Context: an optimization exercise on an open-source flow, tuned for small area, a short achievable clock period and few clock cycles. The choices shown serve that exercise and are no tape-out recipe.
Function was not checked in any run shown here: the RTL went through the layout flow alone.
Power and IR drop assume default switching activity.

==> flow/run.sh <==
#!/bin/bash
# synth_recipe.tcl (not shown) runs the flow's synth.tcl, then flattens the netlist and writes it again
# the make line also repeats each setting of config.mk as NAME=value (left out here)
make -C /OpenROAD-flow-scripts/flow DESIGN_CONFIG=/design/flow/config.mk WORK_HOME=/design/flow/orfs CLKGATE_MAP_FILE= SYNTH_SCRIPT=/design/flow/synth_recipe.tcl finish
==> flow/config.mk <==
export PLATFORM = sky130hd
export DESIGN_NAME = friet_stream_top
export DESIGN_NICKNAME = friet_stream_top
export VERILOG_FILES = /design/flow/design.v
export SDC_FILE = /design/flow/constraint.sdc
export NUM_CORES = 4
export LEC_CHECK = 0
export CAP_MARGIN = 20
export CORE_MARGIN = 2
export CORE_UTILIZATION = 40
export CTS_BUF_LIST = sky130_fd_sc_hd__clkbuf_4 sky130_fd_sc_hd__clkbuf_8
export SETUP_SLACK_MARGIN = 3.6
export SLEW_MARGIN = 20
==> flow/constraint.sdc <==
create_clock -name core_clock -period 6.0 [get_ports {clk}]
set_input_delay 1.2000 -clock core_clock [delete_from_list [all_inputs] [get_ports {clk}]]
set_output_delay 1.2000 -clock core_clock [all_outputs]
set_load 0.01 [all_outputs]
==> flow/design.v <==
`default_nettype none
package friet_pkg;
    parameter int block_width = 128;
    parameter int lane_width = 32;
    typedef logic [block_width-1:0] block_t;
    typedef enum logic [3:0] {
        inst_load_key = 4'd1,
        inst_encrypt  = 4'd2,
        inst_decrypt  = 4'd3,
        inst_tag      = 4'd4,
        inst_verify   = 4'd5
    } inst_t;
    typedef enum logic [1:0] {
        core_load    = 2'd0,
        core_encrypt = 2'd1,
        core_decrypt = 2'd2,
        core_squeeze = 2'd3
    } core_oper_t;
    parameter logic [2:0] verdict_fixed_bits = 3'b111;
endpackage
`default_nettype wire
`timescale 1ns/10ps
`default_nettype none
module friet_stream_top #(
    parameter int DIN_DOUT_WIDTH = 32
) (
    input  wire                        clk,
    input  wire                        reg_compare_tag_rst,
    input  wire friet_pkg::inst_t      inst,
    input  wire                        inst_valid,
    output logic                       inst_ready,
    input  wire [DIN_DOUT_WIDTH-1:0]   din,
    input  wire                        din_last,
    input  wire                        din_valid,
    output logic                       din_ready,
    output logic [DIN_DOUT_WIDTH-1:0]  dout,
    output logic                       dout_last,
    output logic                       dout_valid,
    input  wire                        dout_ready
);
    localparam int W = DIN_DOUT_WIDTH;
    localparam int LD = 0;
    localparam int EN = 1;
    localparam int DE = 2;
    localparam int TG = 3;
    localparam int VF = 4;
    logic [W-1:0] lane [0:3];
    logic [3:0] p, p_n;          
    logic [3:0] rsel, rsel_n;    
    logic [1:0] wcnt, wcnt_n;
    logic zero, zero_n;          
    logic [4:0] op, op_n;        
    logic [4:0] pend, pend_n;    
    logic [4:0] dec;
    logic iready, iready_n;
    logic vpend, vpend_n;
    logic diff;
    logic dmask, dmask_n;        
    logic ov_a, ov_a_n;          
    logic ed, ed_n;              
    logic rdy_c, rdy_c_n;        
    logic rdy_d, rdy_d_n;        
    logic last_e, last_e_n;      
    logic [W-1:0] rd;
    logic [W-1:0] rdv;
    logic [W-1:0] wdata;
    logic step;
    logic fin;
    logic free;
    logic blk_end;
    logic wr;
    logic inst_hs;
    always_comb begin
        rd = '0;
        for (int i = 0; i < 4; i++) begin
            rd = rd | (lane[i] & {W{rsel[i]}});
        end
    end
    assign rdv = rd | {{(W-4){1'b0}}, {3{vpend}}, vpend & diff};
    assign dout = rdv ^ (din & {W{dmask}});
    assign wdata = din ^ (rd & {W{op[EN]}});
    assign inst_ready = iready;
    assign din_ready = rdy_c | (rdy_d & dout_ready);
    assign dout_valid = ov_a | (ed & din_valid);
    assign dout_last = last_e | (ed & din_last);
    assign step = (op[TG] & ~vpend & dout_ready) | (din_valid & din_ready);
    assign blk_end = step & (wcnt == 2'd3);
    assign fin = op[TG] ? blk_end : (step & din_last);
    assign free = ~(|op) | fin;
    assign wr = op[LD] | op[EN] | op[DE];
    assign inst_hs = inst_valid & iready;
    always_comb begin
        dec = '0;
        case (inst)
            friet_pkg::inst_load_key: dec[LD] = 1'b1;
            friet_pkg::inst_encrypt:  dec[EN] = 1'b1;
            friet_pkg::inst_decrypt:  dec[DE] = 1'b1;
            friet_pkg::inst_tag:      dec[TG] = 1'b1;
            friet_pkg::inst_verify:   dec[VF] = 1'b1;
            default:                  dec = '0;
        endcase
    end
    always_comb begin
        op_n = op;
        pend_n = pend;
        if (free) begin
            pend_n = '0;
            if (!iready) op_n = pend;
            else if (inst_hs) op_n = dec;
            else op_n = '0;
        end else if (inst_hs) begin
            pend_n = dec;
        end
        p_n = p;
        wcnt_n = wcnt;
        zero_n = zero;
        if (step) begin
            wcnt_n = wcnt + 2'd1;
            if (blk_end && (op[EN] || op[DE])) p_n = {p[1:0], p[3:2]};
            else p_n = {p[2:0], p[3]};
            if (blk_end && wr) zero_n = 1'b0;
        end
        vpend_n = vpend;
        if (step && op[VF] && wcnt == 2'd3) vpend_n = 1'b1;
        else if (dout_ready) vpend_n = 1'b0;
        if (reg_compare_tag_rst) begin
            op_n = '0;
            pend_n = '0;
            p_n = 4'b0001;
            wcnt_n = 2'd0;
            zero_n = 1'b1;
            vpend_n = 1'b0;
        end
        iready_n = ~(|pend_n);
        rsel_n = p_n & {4{~(zero_n | vpend_n)}};
        dmask_n = (op_n[EN] | op_n[DE] | op_n[VF]) & ~vpend_n;
        ov_a_n = vpend_n | op_n[TG];
        ed_n = op_n[EN] | op_n[DE];
        rdy_c_n = op_n[LD] | (op_n[VF] & ~vpend_n);
        rdy_d_n = (op_n[EN] | op_n[DE]) & ~vpend_n;
        last_e_n = vpend_n | (op_n[TG] & (wcnt_n == 2'd3));
    end
    always_ff @(posedge clk) begin
        op <= op_n;
        pend <= pend_n;
        iready <= iready_n;
        p <= p_n;
        wcnt <= wcnt_n;
        zero <= zero_n;
        vpend <= vpend_n;
        rsel <= rsel_n;
        dmask <= dmask_n;
        ov_a <= ov_a_n;
        ed <= ed_n;
        rdy_c <= rdy_c_n;
        rdy_d <= rdy_d_n;
        last_e <= last_e_n;
    end
    always_ff @(posedge clk) begin
        if (step && op[VF]) begin
            diff <= ((wcnt != 2'd0) & diff) | (|dout);
        end
    end
    always_ff @(posedge clk) begin
        for (int i = 0; i < 4; i++) begin
            if (step && wr && p[i]) lane[i] <= wdata;
        end
    end
endmodule
`default_nettype wire
==> metrics.md, run 1 <==
| Metric | Value |
|---|---|
| Net Count, Synth | 596 |
| Vias/cell | 5.318 |
| Post-synth top flop | edfxtp_1 |
| Req. time, crit path | 4800 ps |
| Crit. End Element | output port |
| Crit-path max FO | 2 |
| Hold Crit Class | flop to flop |
| P&R area growth vs syn | 53.37% |
| Filler Cell Count | 1307 |
| DP Area | 8641 um2 |
| Final net count | 753 |
| Number of DRC markers in iteration 0 | 388 |
| Seq cells post-synth | 158 |
| Maximum VDD drop | 0.2329 mV |
| Top post-synthesis cells by area | edfxtp_1 57%, dfxtp_1 8.6%, a22oi_1 7.1% |
| Crit-path slowest cell | xor2_4 |
| Core ar. | 16580 um2 |
| Finished Layout Cells | 942 |
| Routed wire per std cell | 19.99 um |
| Vias in the first global route | 5137 |
| Pre-CTS setup slack | 2056 ps |
| Final wirelength | 18.83 mm |
| Post-CTS Hold Buffers | 0 |
| Top-area cell type share of the netlist area | 0.5706 |
| Max-cap violations | 0 |
| RSZ-0062 raised after global routing | yes |
| Chip width | 134.3 um |
| Post-synth top cells | 129 x edfxtp_1, 106 x nand2_1, 64 x a22oi_1, 54 x xnor2_1, 31 x nor2_1 |
| Total negative slack | 0 ps |
| Synth Warn # | 2 |
| Detail Route Antenna Nets | 0 |
| Async set-reset flop share out of synthesis | 0 |
| Clk_skew | 11.04 ps |
| Gate Count Post-Synth | 552 |
| Cell Pwr Density | 287.1 nW/um2 |
| Max_slew headroom | 0.5210 |
| Flip-flop and latch area | 4481 um2 |
| Yosys cell types | 44 |
| Layout cell share with drive strength beyond 1 | 0.5166 |
| First-pass GRT wire length | 28.72 mm |
| Placed Instances | 825 |
| Synth Area per Inst | 12.30 um2 |
| Total track usage | 0.2157 |
| Post-synth EDFFs | 129 |
| Slew of the pin with the lowest slew margin | 716.3 ps |
| Sequential cell area fraction in the yosys report | 0.6561 |
| Port bufs | 77 |
| CTS Buf Count | 17 |
| Most numerous cell in the Yosys netlist | edfxtp_1 |
| Final setup vio count | 0 |
| Area of the multi-input gates | 3623 um2 |
| DR pass1 iterations | 4 |
| Tcrit/Tclk final | 0.4970 |
| Initial Util | 0.4094 |
| Crit path largest cell delay | 190 ps |
| Top Ports | 78 |
| Rows | 47 |
| Slew Limit Fails | 0 |
| F_max | 335.3 MHz |
| Vias | 5010 |
| Clk Tree Root Cell | clkbuf_8 |
| Clock latency on the worst-skew pair | 450 ps |
| Max Buffers Root-to-Sink | 2 |
| Clock Pin Slew Worst Setup and Hold Paths | 80 ps |
| Worst setup margin | 3018 ps |
| H-tree levels | 4 |
| WS Path Type | primary input to output port |
| Critical Path Source Type | primary input |
| Die Y | 134.3 um |
| Largest net degree at the start of global routing | 35 |
| CP dominant cell by count | buf_2 |
| Status | complete, no violations |
| GPL Wtd Cong | 0.7941 |
| CTS tree | done |
| Static Leakage | 3.775 nW |
| Clk sink count | 158 |
| Synth area leader | edfxtp_1 |
| Initial antenna violation count | 0 |
| Final Cell Area | 10410 um2 |
| Die ar. | 18030 um2 |
| Post-DP HPWL | 9.975 mm |
| Total grt overflow | 0 |
| Mapped Area | 6789 um2 |
| Min Tclk post-route | 2982 ps |
| Finished Core Util | 0.6279 |
| Final hold vios | 0 |
| Post-route DRC violation count | 0 |
| Diodes inserted | 0 |
| Worst Path Arrival | 1780 ps |
| Critical-path cell list | buf_2 > nand2_8 > xor2_4 > buf_2 |
[per-layer routing]
| layer | up-vias | global-route usage | part of all wire |
|---|---|---|---|
| met5 | - | 0 | 0 |
| met1 | 2485 | 0.2734 | 0.40 |
| met4 | 0 | 0.07953 | 0.018 |
| met2 | 164 | 0.3699 | 0.51 |
| met3 | 23 | 0.03968 | 0.069 |
| li1 | 2338 | - | - |
[registers in the layout, indices dropped and copies added (netlist names)]
register / flops
lane: 128
p: 4
op: 5
ed: 1
vpend: 1
iready: 1
rsel: 4
zero: 1
diff: 1
wcnt: 2
dmask: 1
ov_a: 1
pend: 5
last_e: 1
rdy_c: 1
rdy_d: 1
[path summary, 6_finish.rpt]
kind | slack (ps) | from | depth (start not counted) | end
worst min-delay path | 450 | zero$_DFF_P_ | 1 | zero$_DFF_P_
worst max register to register | 3400 | rsel[2]$_DFF_P_ | 9 | diff$_DFFE_PP_
worst min register to register | 450 | zero$_DFF_P_ | 1 | zero$_DFF_P_
worst max-delay path | 3020 | din[3] | 4 | dout[3]
[repair_timing]
action,in CTS,in global routing
setup buffers,60,21
cloned,4,0
pin swaps,70,48
resized for setup,461,42
endpoints found under the setup margin,193,38
[report_power, final]
part,internal (mW),leakage [nW],total [mW],switching [mW]
combinational,0.355,2.14,0.723,0.368
sequential,1.24,1.40,1.32,0.0797
clock,0.566,0.238,0.942,0.376
total,2.17,3.78,2.99,0.823
[cells by family after synthesis]
family,synth area share
AND/OR/NAND/NOR,0.1204
flip-flops,0.6561
AO/OA/AOI/OAI,0.1146
XOR/XNOR,0.07354
buffers and inverters,0.02285
multiplexers,0.008847
adder cells (fa/ha/maj),0.003685
[area by class of cell]
type | count | share of cell area
Sequential cell | 158 | 0.4303
Multi-Input combinational cell | 363 | 0.3480
Timing Repair Buffer | 159 | 0.1448
Clock buffer | 21 | 0.02656
Tap cell | 220 | 0.02644
Clock inverter | 11 | 0.02031
Inverter | 10 | 0.003605
[worst max-delay path: cells and delay by family]
| family | cells | cell delay (ps) |
|---|---|---|
| simple gates | 1 | 70 |
| buf+inv | 2 | 310 |
| xor+xnor | 1 | 190 |
[through the flow]
step	total power, mW	hold slack [ps]
2_1_floorplan	1.694	415.8
4_1_cts	2.923	449.1
3_5_place_dp	1.903	431.4
5_1_grt	3.108	481.9
6_report	2.990	448.6
3_3_place_gp	1.899	424.6
[layout by cell type, fill, tap and decap left out, types with 13 or more instances in the layout]
cell type,instances
xnor2_4,18
clkbuf_8,19
dfxtp_1,22
buf_4,76
nand2_2,25
buf_8,16
xnor2_1,33
nor2_1,20
nand2_8,20
buf_6,34
a21oi_1,13
buf_2,18
edfxtp_1,129
nand2_1,52
a22oi_2,58
==> inputs of run 2 (changes only) <==
--- a/flow/config.mk
+++ b/flow/config.mk
@@ -10,4 +10,4 @@
 export CORE_UTILIZATION = 40
 export CTS_BUF_LIST = sky130_fd_sc_hd__clkbuf_4 sky130_fd_sc_hd__clkbuf_8
-export SETUP_SLACK_MARGIN = 3.6
+export SETUP_SLACK_MARGIN = 3.3
 export SLEW_MARGIN = 20
==> run 2 against run 1 <==
  * Still clean on timing, DRC and antenna
  * Final area shrank 8.5%
  * Clock power shrank 14%
  * Die area is the same
  * Sequential power is essentially flat
  * First-iteration DRC count shrank 20%
  * Hold slack gained 7.0 ps
  * Clock skew shrank 0.90 ps
  * Routed wire length shrank 3.9%
  * Setup slack gained 19 ps
  * Power shrank 10%
==> metrics.md, run 2 <==
| Metric | Value |
|---|---|
| Crit. End Element | output port |
| Clock Pin Slew Worst Setup and Hold Paths | 80 ps |
| Max-cap violations | 0 |
| Seq cells post-synth | 158 |
| Rows | 47 |
| P&R area growth vs syn | 40.36% |
| Final wirelength | 18.09 mm |
| Die ar. | 18030 um2 |
| Reg2Reg Launch Point | rsel[2]$_DFF_P_ |
| Vias in the first global route | 4884 |
| Hold Crit Class | flop to flop |
| Number of DRC markers in iteration 0 | 310 |
| Final setup vio count | 0 |
| Yosys cell types | 44 |
| P_sw | 0.7306 mW |
| Delay-heaviest family, CP | buffers and inverters |
| F_max | 337.5 MHz |
| Min Tclk post-route | 2963 ps |
| Total track usage | 0.2041 |
| Net Count, Synth | 596 |
| Clk Tree Root Cell | clkbuf_8 |
| Critical-path cell list | buf_4 > nand2_2 > xnor2_2 > buf_2 |
| Largest regs | lane: 128 flops, op: 5 flops, pend: 5 flops |
| H-tree levels | 4 |
| Worst R2R Path Depth | 9 |
| Gate Count Post-Synth | 552 |
| Port bufs | 77 |
| CTS Buf Count | 17 |
| Clk_skew | 10.14 ps |
| DR pass1 iterations | 4 |
| Final net count | 736 |
| Power Internal | 1.945 mW |
| Post-synth top cells | 129 x edfxtp_1, 106 x nand2_1, 64 x a22oi_1, 54 x xnor2_1, 31 x nor2_1 |
| Top Ports | 78 |
| End of the critical path | dout[20] |
| Final hold vios | 0 |
| Crit path depth | 4 |
| Most common cell after layout, fill and taps aside | edfxtp_1 |
| Clock share of power | 0.303 |
| Max_slew headroom | 0.4195 |
| Sequential cell area fraction in the yosys report | 0.6561 |
| Static Leakage | 3.604 nW |
| Chip width | 134.3 um |
| Async set-reset flop share out of synthesis | 0 |
| Routed wire per std cell | 19.60 um |
| Net Sw Frac | 0.2730 |
| Vias | 4881 |
| Comb pwr share | 0.205 |
| Max Buffers Root-to-Sink | 2 |
| Most numerous cell in the Yosys netlist | edfxtp_1 |
| Simple-gate share of the synthesized area | 0.1203 |
| Post-synthesis mux area share | 0.008846 |
| Max reg flops | 128 |
| Post-DP HPWL | 9.871 mm |
| Synth Area in XOR/XNOR | 0.07353 |
| Worst setup margin | 3037 ps |
| Total grt overflow | 0 |
| Filler Cell Count | 1340 |
| Commonest cells after routing, fill and taps aside | 129 x edfxtp_1, 60 x nand2_1, 55 x buf_4 |
| Worst Setup SP | din[20] |
| Total negative slack | 0 ps |
| Crit-path slowest cell | xnor2_2 |
| Compound-cell area share of the yosys netlist | 0.1146 |
| Die Y | 134.3 um |
| Synth area leader | edfxtp_1 |
| Tcrit/Tclk final | 0.4938 |
| CTS tree | done |
| Post-synth top flop | edfxtp_1 |
| Post-synth EDFFs | 129 |
| Crit path largest cell delay | 220 ps |
| Synth Warn # | 2 |
| Post-route DRC violation count | 0 |
| Status | complete, no violations |
| RSZ-0062 raised after global routing | yes |
| Crit-path max FO | 2 |
| Top post-synthesis cells by area | edfxtp_1 57%, dfxtp_1 8.6%, a22oi_1 7.1% |
| FF-to-FF End | diff$_DFFE_PP_ |
| Diodes inserted | 0 |
| Slew of the pin with the lowest slew margin | 870.7 ps |
| Initial antenna violation count | 0 |
| R2R Setup Slk | 3400 ps |
| CP bufs+invs | 2 |
| WS Path Type | primary input to output port |
| Power share of the sequential group | 0.492 |
| Cell Pwr Density | 280.8 nW/um2 |
| Worst Path Arrival | 1760 ps |
| Critical Path Source Type | primary input |
| Slew Limit Fails | 0 |
| Synth Area per Inst | 12.30 um2 |
| Layout cell share with drive strength beyond 1 | 0.4609 |
| Maximum VDD drop | 0.2622 mV |
| Synth Area in Adders | 0.003686 |
| Initial Util | 0.4094 |
| Final Cell Area | 9529 um2 |
| Largest net degree at the start of global routing | 35 |
| Core ar. | 16580 um2 |
| Clock latency on the worst-skew pair | 450 ps |
| Detail Route Antenna Nets | 0 |
| Top-area cell type share of the netlist area | 0.5706 |
| Clk sink count | 158 |
| Vias/cell | 5.288 |
| Mapped Area | 6789 um2 |
| GPL Wtd Cong | 0.7665 |
| Req. time, crit path | 4800 ps |
| Pre-CTS setup slack | 2025 ps |
| Main combinational cell family by area after synthesis | simple AND/OR/NAND/NOR gates |
| DP Area | 8058 um2 |
| First-pass GRT wire length | 27.33 mm |
| Top reg by flops | lane |
## run 2: changes by cell type in the layout (fill, tap and decap cells not counted), sizes merged
cell / previous run / this run
and2: 13 / 9
buf: 151 / 138
bufinv: 6 / 4
clkbuf: 22 / 21
clkdlybuf4s50: 6 / 7
clkinv: 3 / 6
clkinvlp: 2 / 0
dlygate4sd2: 1 / 0
## run 2: kinds of logic (layout without fill, tap and decap cells)
group           after synthesis  count (layout)
buf+inv                      35             186
compound gates              110             110
xor+xnor                     57              57
flops                       158             158
simple gates                184             184
fa+ha+maj                     2               2
mux                           6               6
## run 2: worst reg2reg max path: stages (launching register included)
cell,delay (ps)
dfxtp_4,400
buf_6,150
buf_6,120
a22oi_2,230
and3_4,240
buf_4,110
o22ai_1,100
nor4_4,460
nand4b_1,140
or4_1,410
## run 2: worst min-delay path by stage
stage / from / to / slack (ps) / cells past startpoint
after global routing: zero$_DFF_P_ / zero$_DFF_P_ / 480 / 1
after floorplan: zero$_DFF_P_ / zero$_DFF_P_ / 420 / 1
final: pend[4]$_DFF_P_ / pend[4]$_DFF_P_ / 460 / 2
after CTS: pend[4]$_DFF_P_ / pend[4]$_DFF_P_ / 460 / 2
after global placement: zero$_DFF_P_ / zero$_DFF_P_ / 420 / 1
after detailed placement: zero$_DFF_P_ / zero$_DFF_P_ / 450 / 1
## run 2: repair_timing
item | CTS | global route
setup endpoints to repair | 190 | 37
hold buffers | 0 | 0
pin swaps | 50 | 50
cloned | 0 | 1
resized for setup | 409 | 57
setup buffers | 49 | 18
## run 2: final cells by class
type	count	area [um2]	share of cell area
multi-input combinational	359	3002	0.3150
timing repair buffer	146	1336	0.1402
sequential	158	4476	0.4697
inverter	10	37.54	0.003939
clock buffer	20	256.5	0.02692
clock inverter	10	146.4	0.01536
tap	220	275.3	0.02889
## run 2: power groups by stage
stage               clock (mW)  sequential (mW)  combinational, mW
floorplan                    0             1.29              0.320
global placement             0             1.35              0.455
detailed placement           0             1.35              0.459
CTS                      0.827             1.32              0.525
global route             0.874             1.32              0.585
finish                   0.812             1.32              0.548
## run 2: through the flow
| step | util | std cells | total power, mW | hold WS, ps |
|---|---|---|---|---|
| 3_5_place_dp | 0.4859 | 825 | 1.810 | 446.8 |
| 3_3_place_gp | 0.4858 | 825 | 1.805 | 423.7 |
| 6_report | 0.5746 | 923 | 2.676 | 455.6 |
| 4_1_cts | 0.5492 | 904 | 2.667 | 461.1 |
| 2_1_floorplan | - | 552 | 1.611 | 415.8 |
| 5_1_grt | 0.5746 | 923 | 2.781 | 481.8 |
## run 2: layer usage
layer  vias up  global-route usage  share of wire
met1      2443              0.2732           0.45
met5         -                   0              0
met2       125              0.3387           0.50
met3        14             0.04006          0.042
li1       2299                   -              -
met4         0             0.06023         0.0093

## afterwards: timing with drivers on the ports
No port has a modelled driver above. Below, the same layouts with a new extraction and two added sets of constraints. Step 1, drivers: a clkbuf_16 drives clk and a buf_2 each remaining input, both assumed. Step 2, shift: input delay + t, output delay - t, t = (earliest + latest rising clock arrival at the registers) / 2. This alone moves slack from input paths to output paths. Slacks: ideal / step 1 / step 2; pairs: ideal / step 1.
run | t (ns) | setup WS [ns] | slew at the worst register clock pin (ns) | worst data-port slew with drivers (ns) | cell pins on the clock port's net
run 1 | 0.482 | 3.018 / 2.997 / 2.900 | 0.09 / 0.09 | 0.06 | 1
run 2 | 0.481 | 3.037 / 3.008 / 2.899 | 0.08 / 0.08 | 0.06 | 1
After both steps setup and hold are still met in every run listed. For run 2, which loses most, drivers alone change the setup slack by -0.029 ns; drivers and shift together by -0.138 ns.
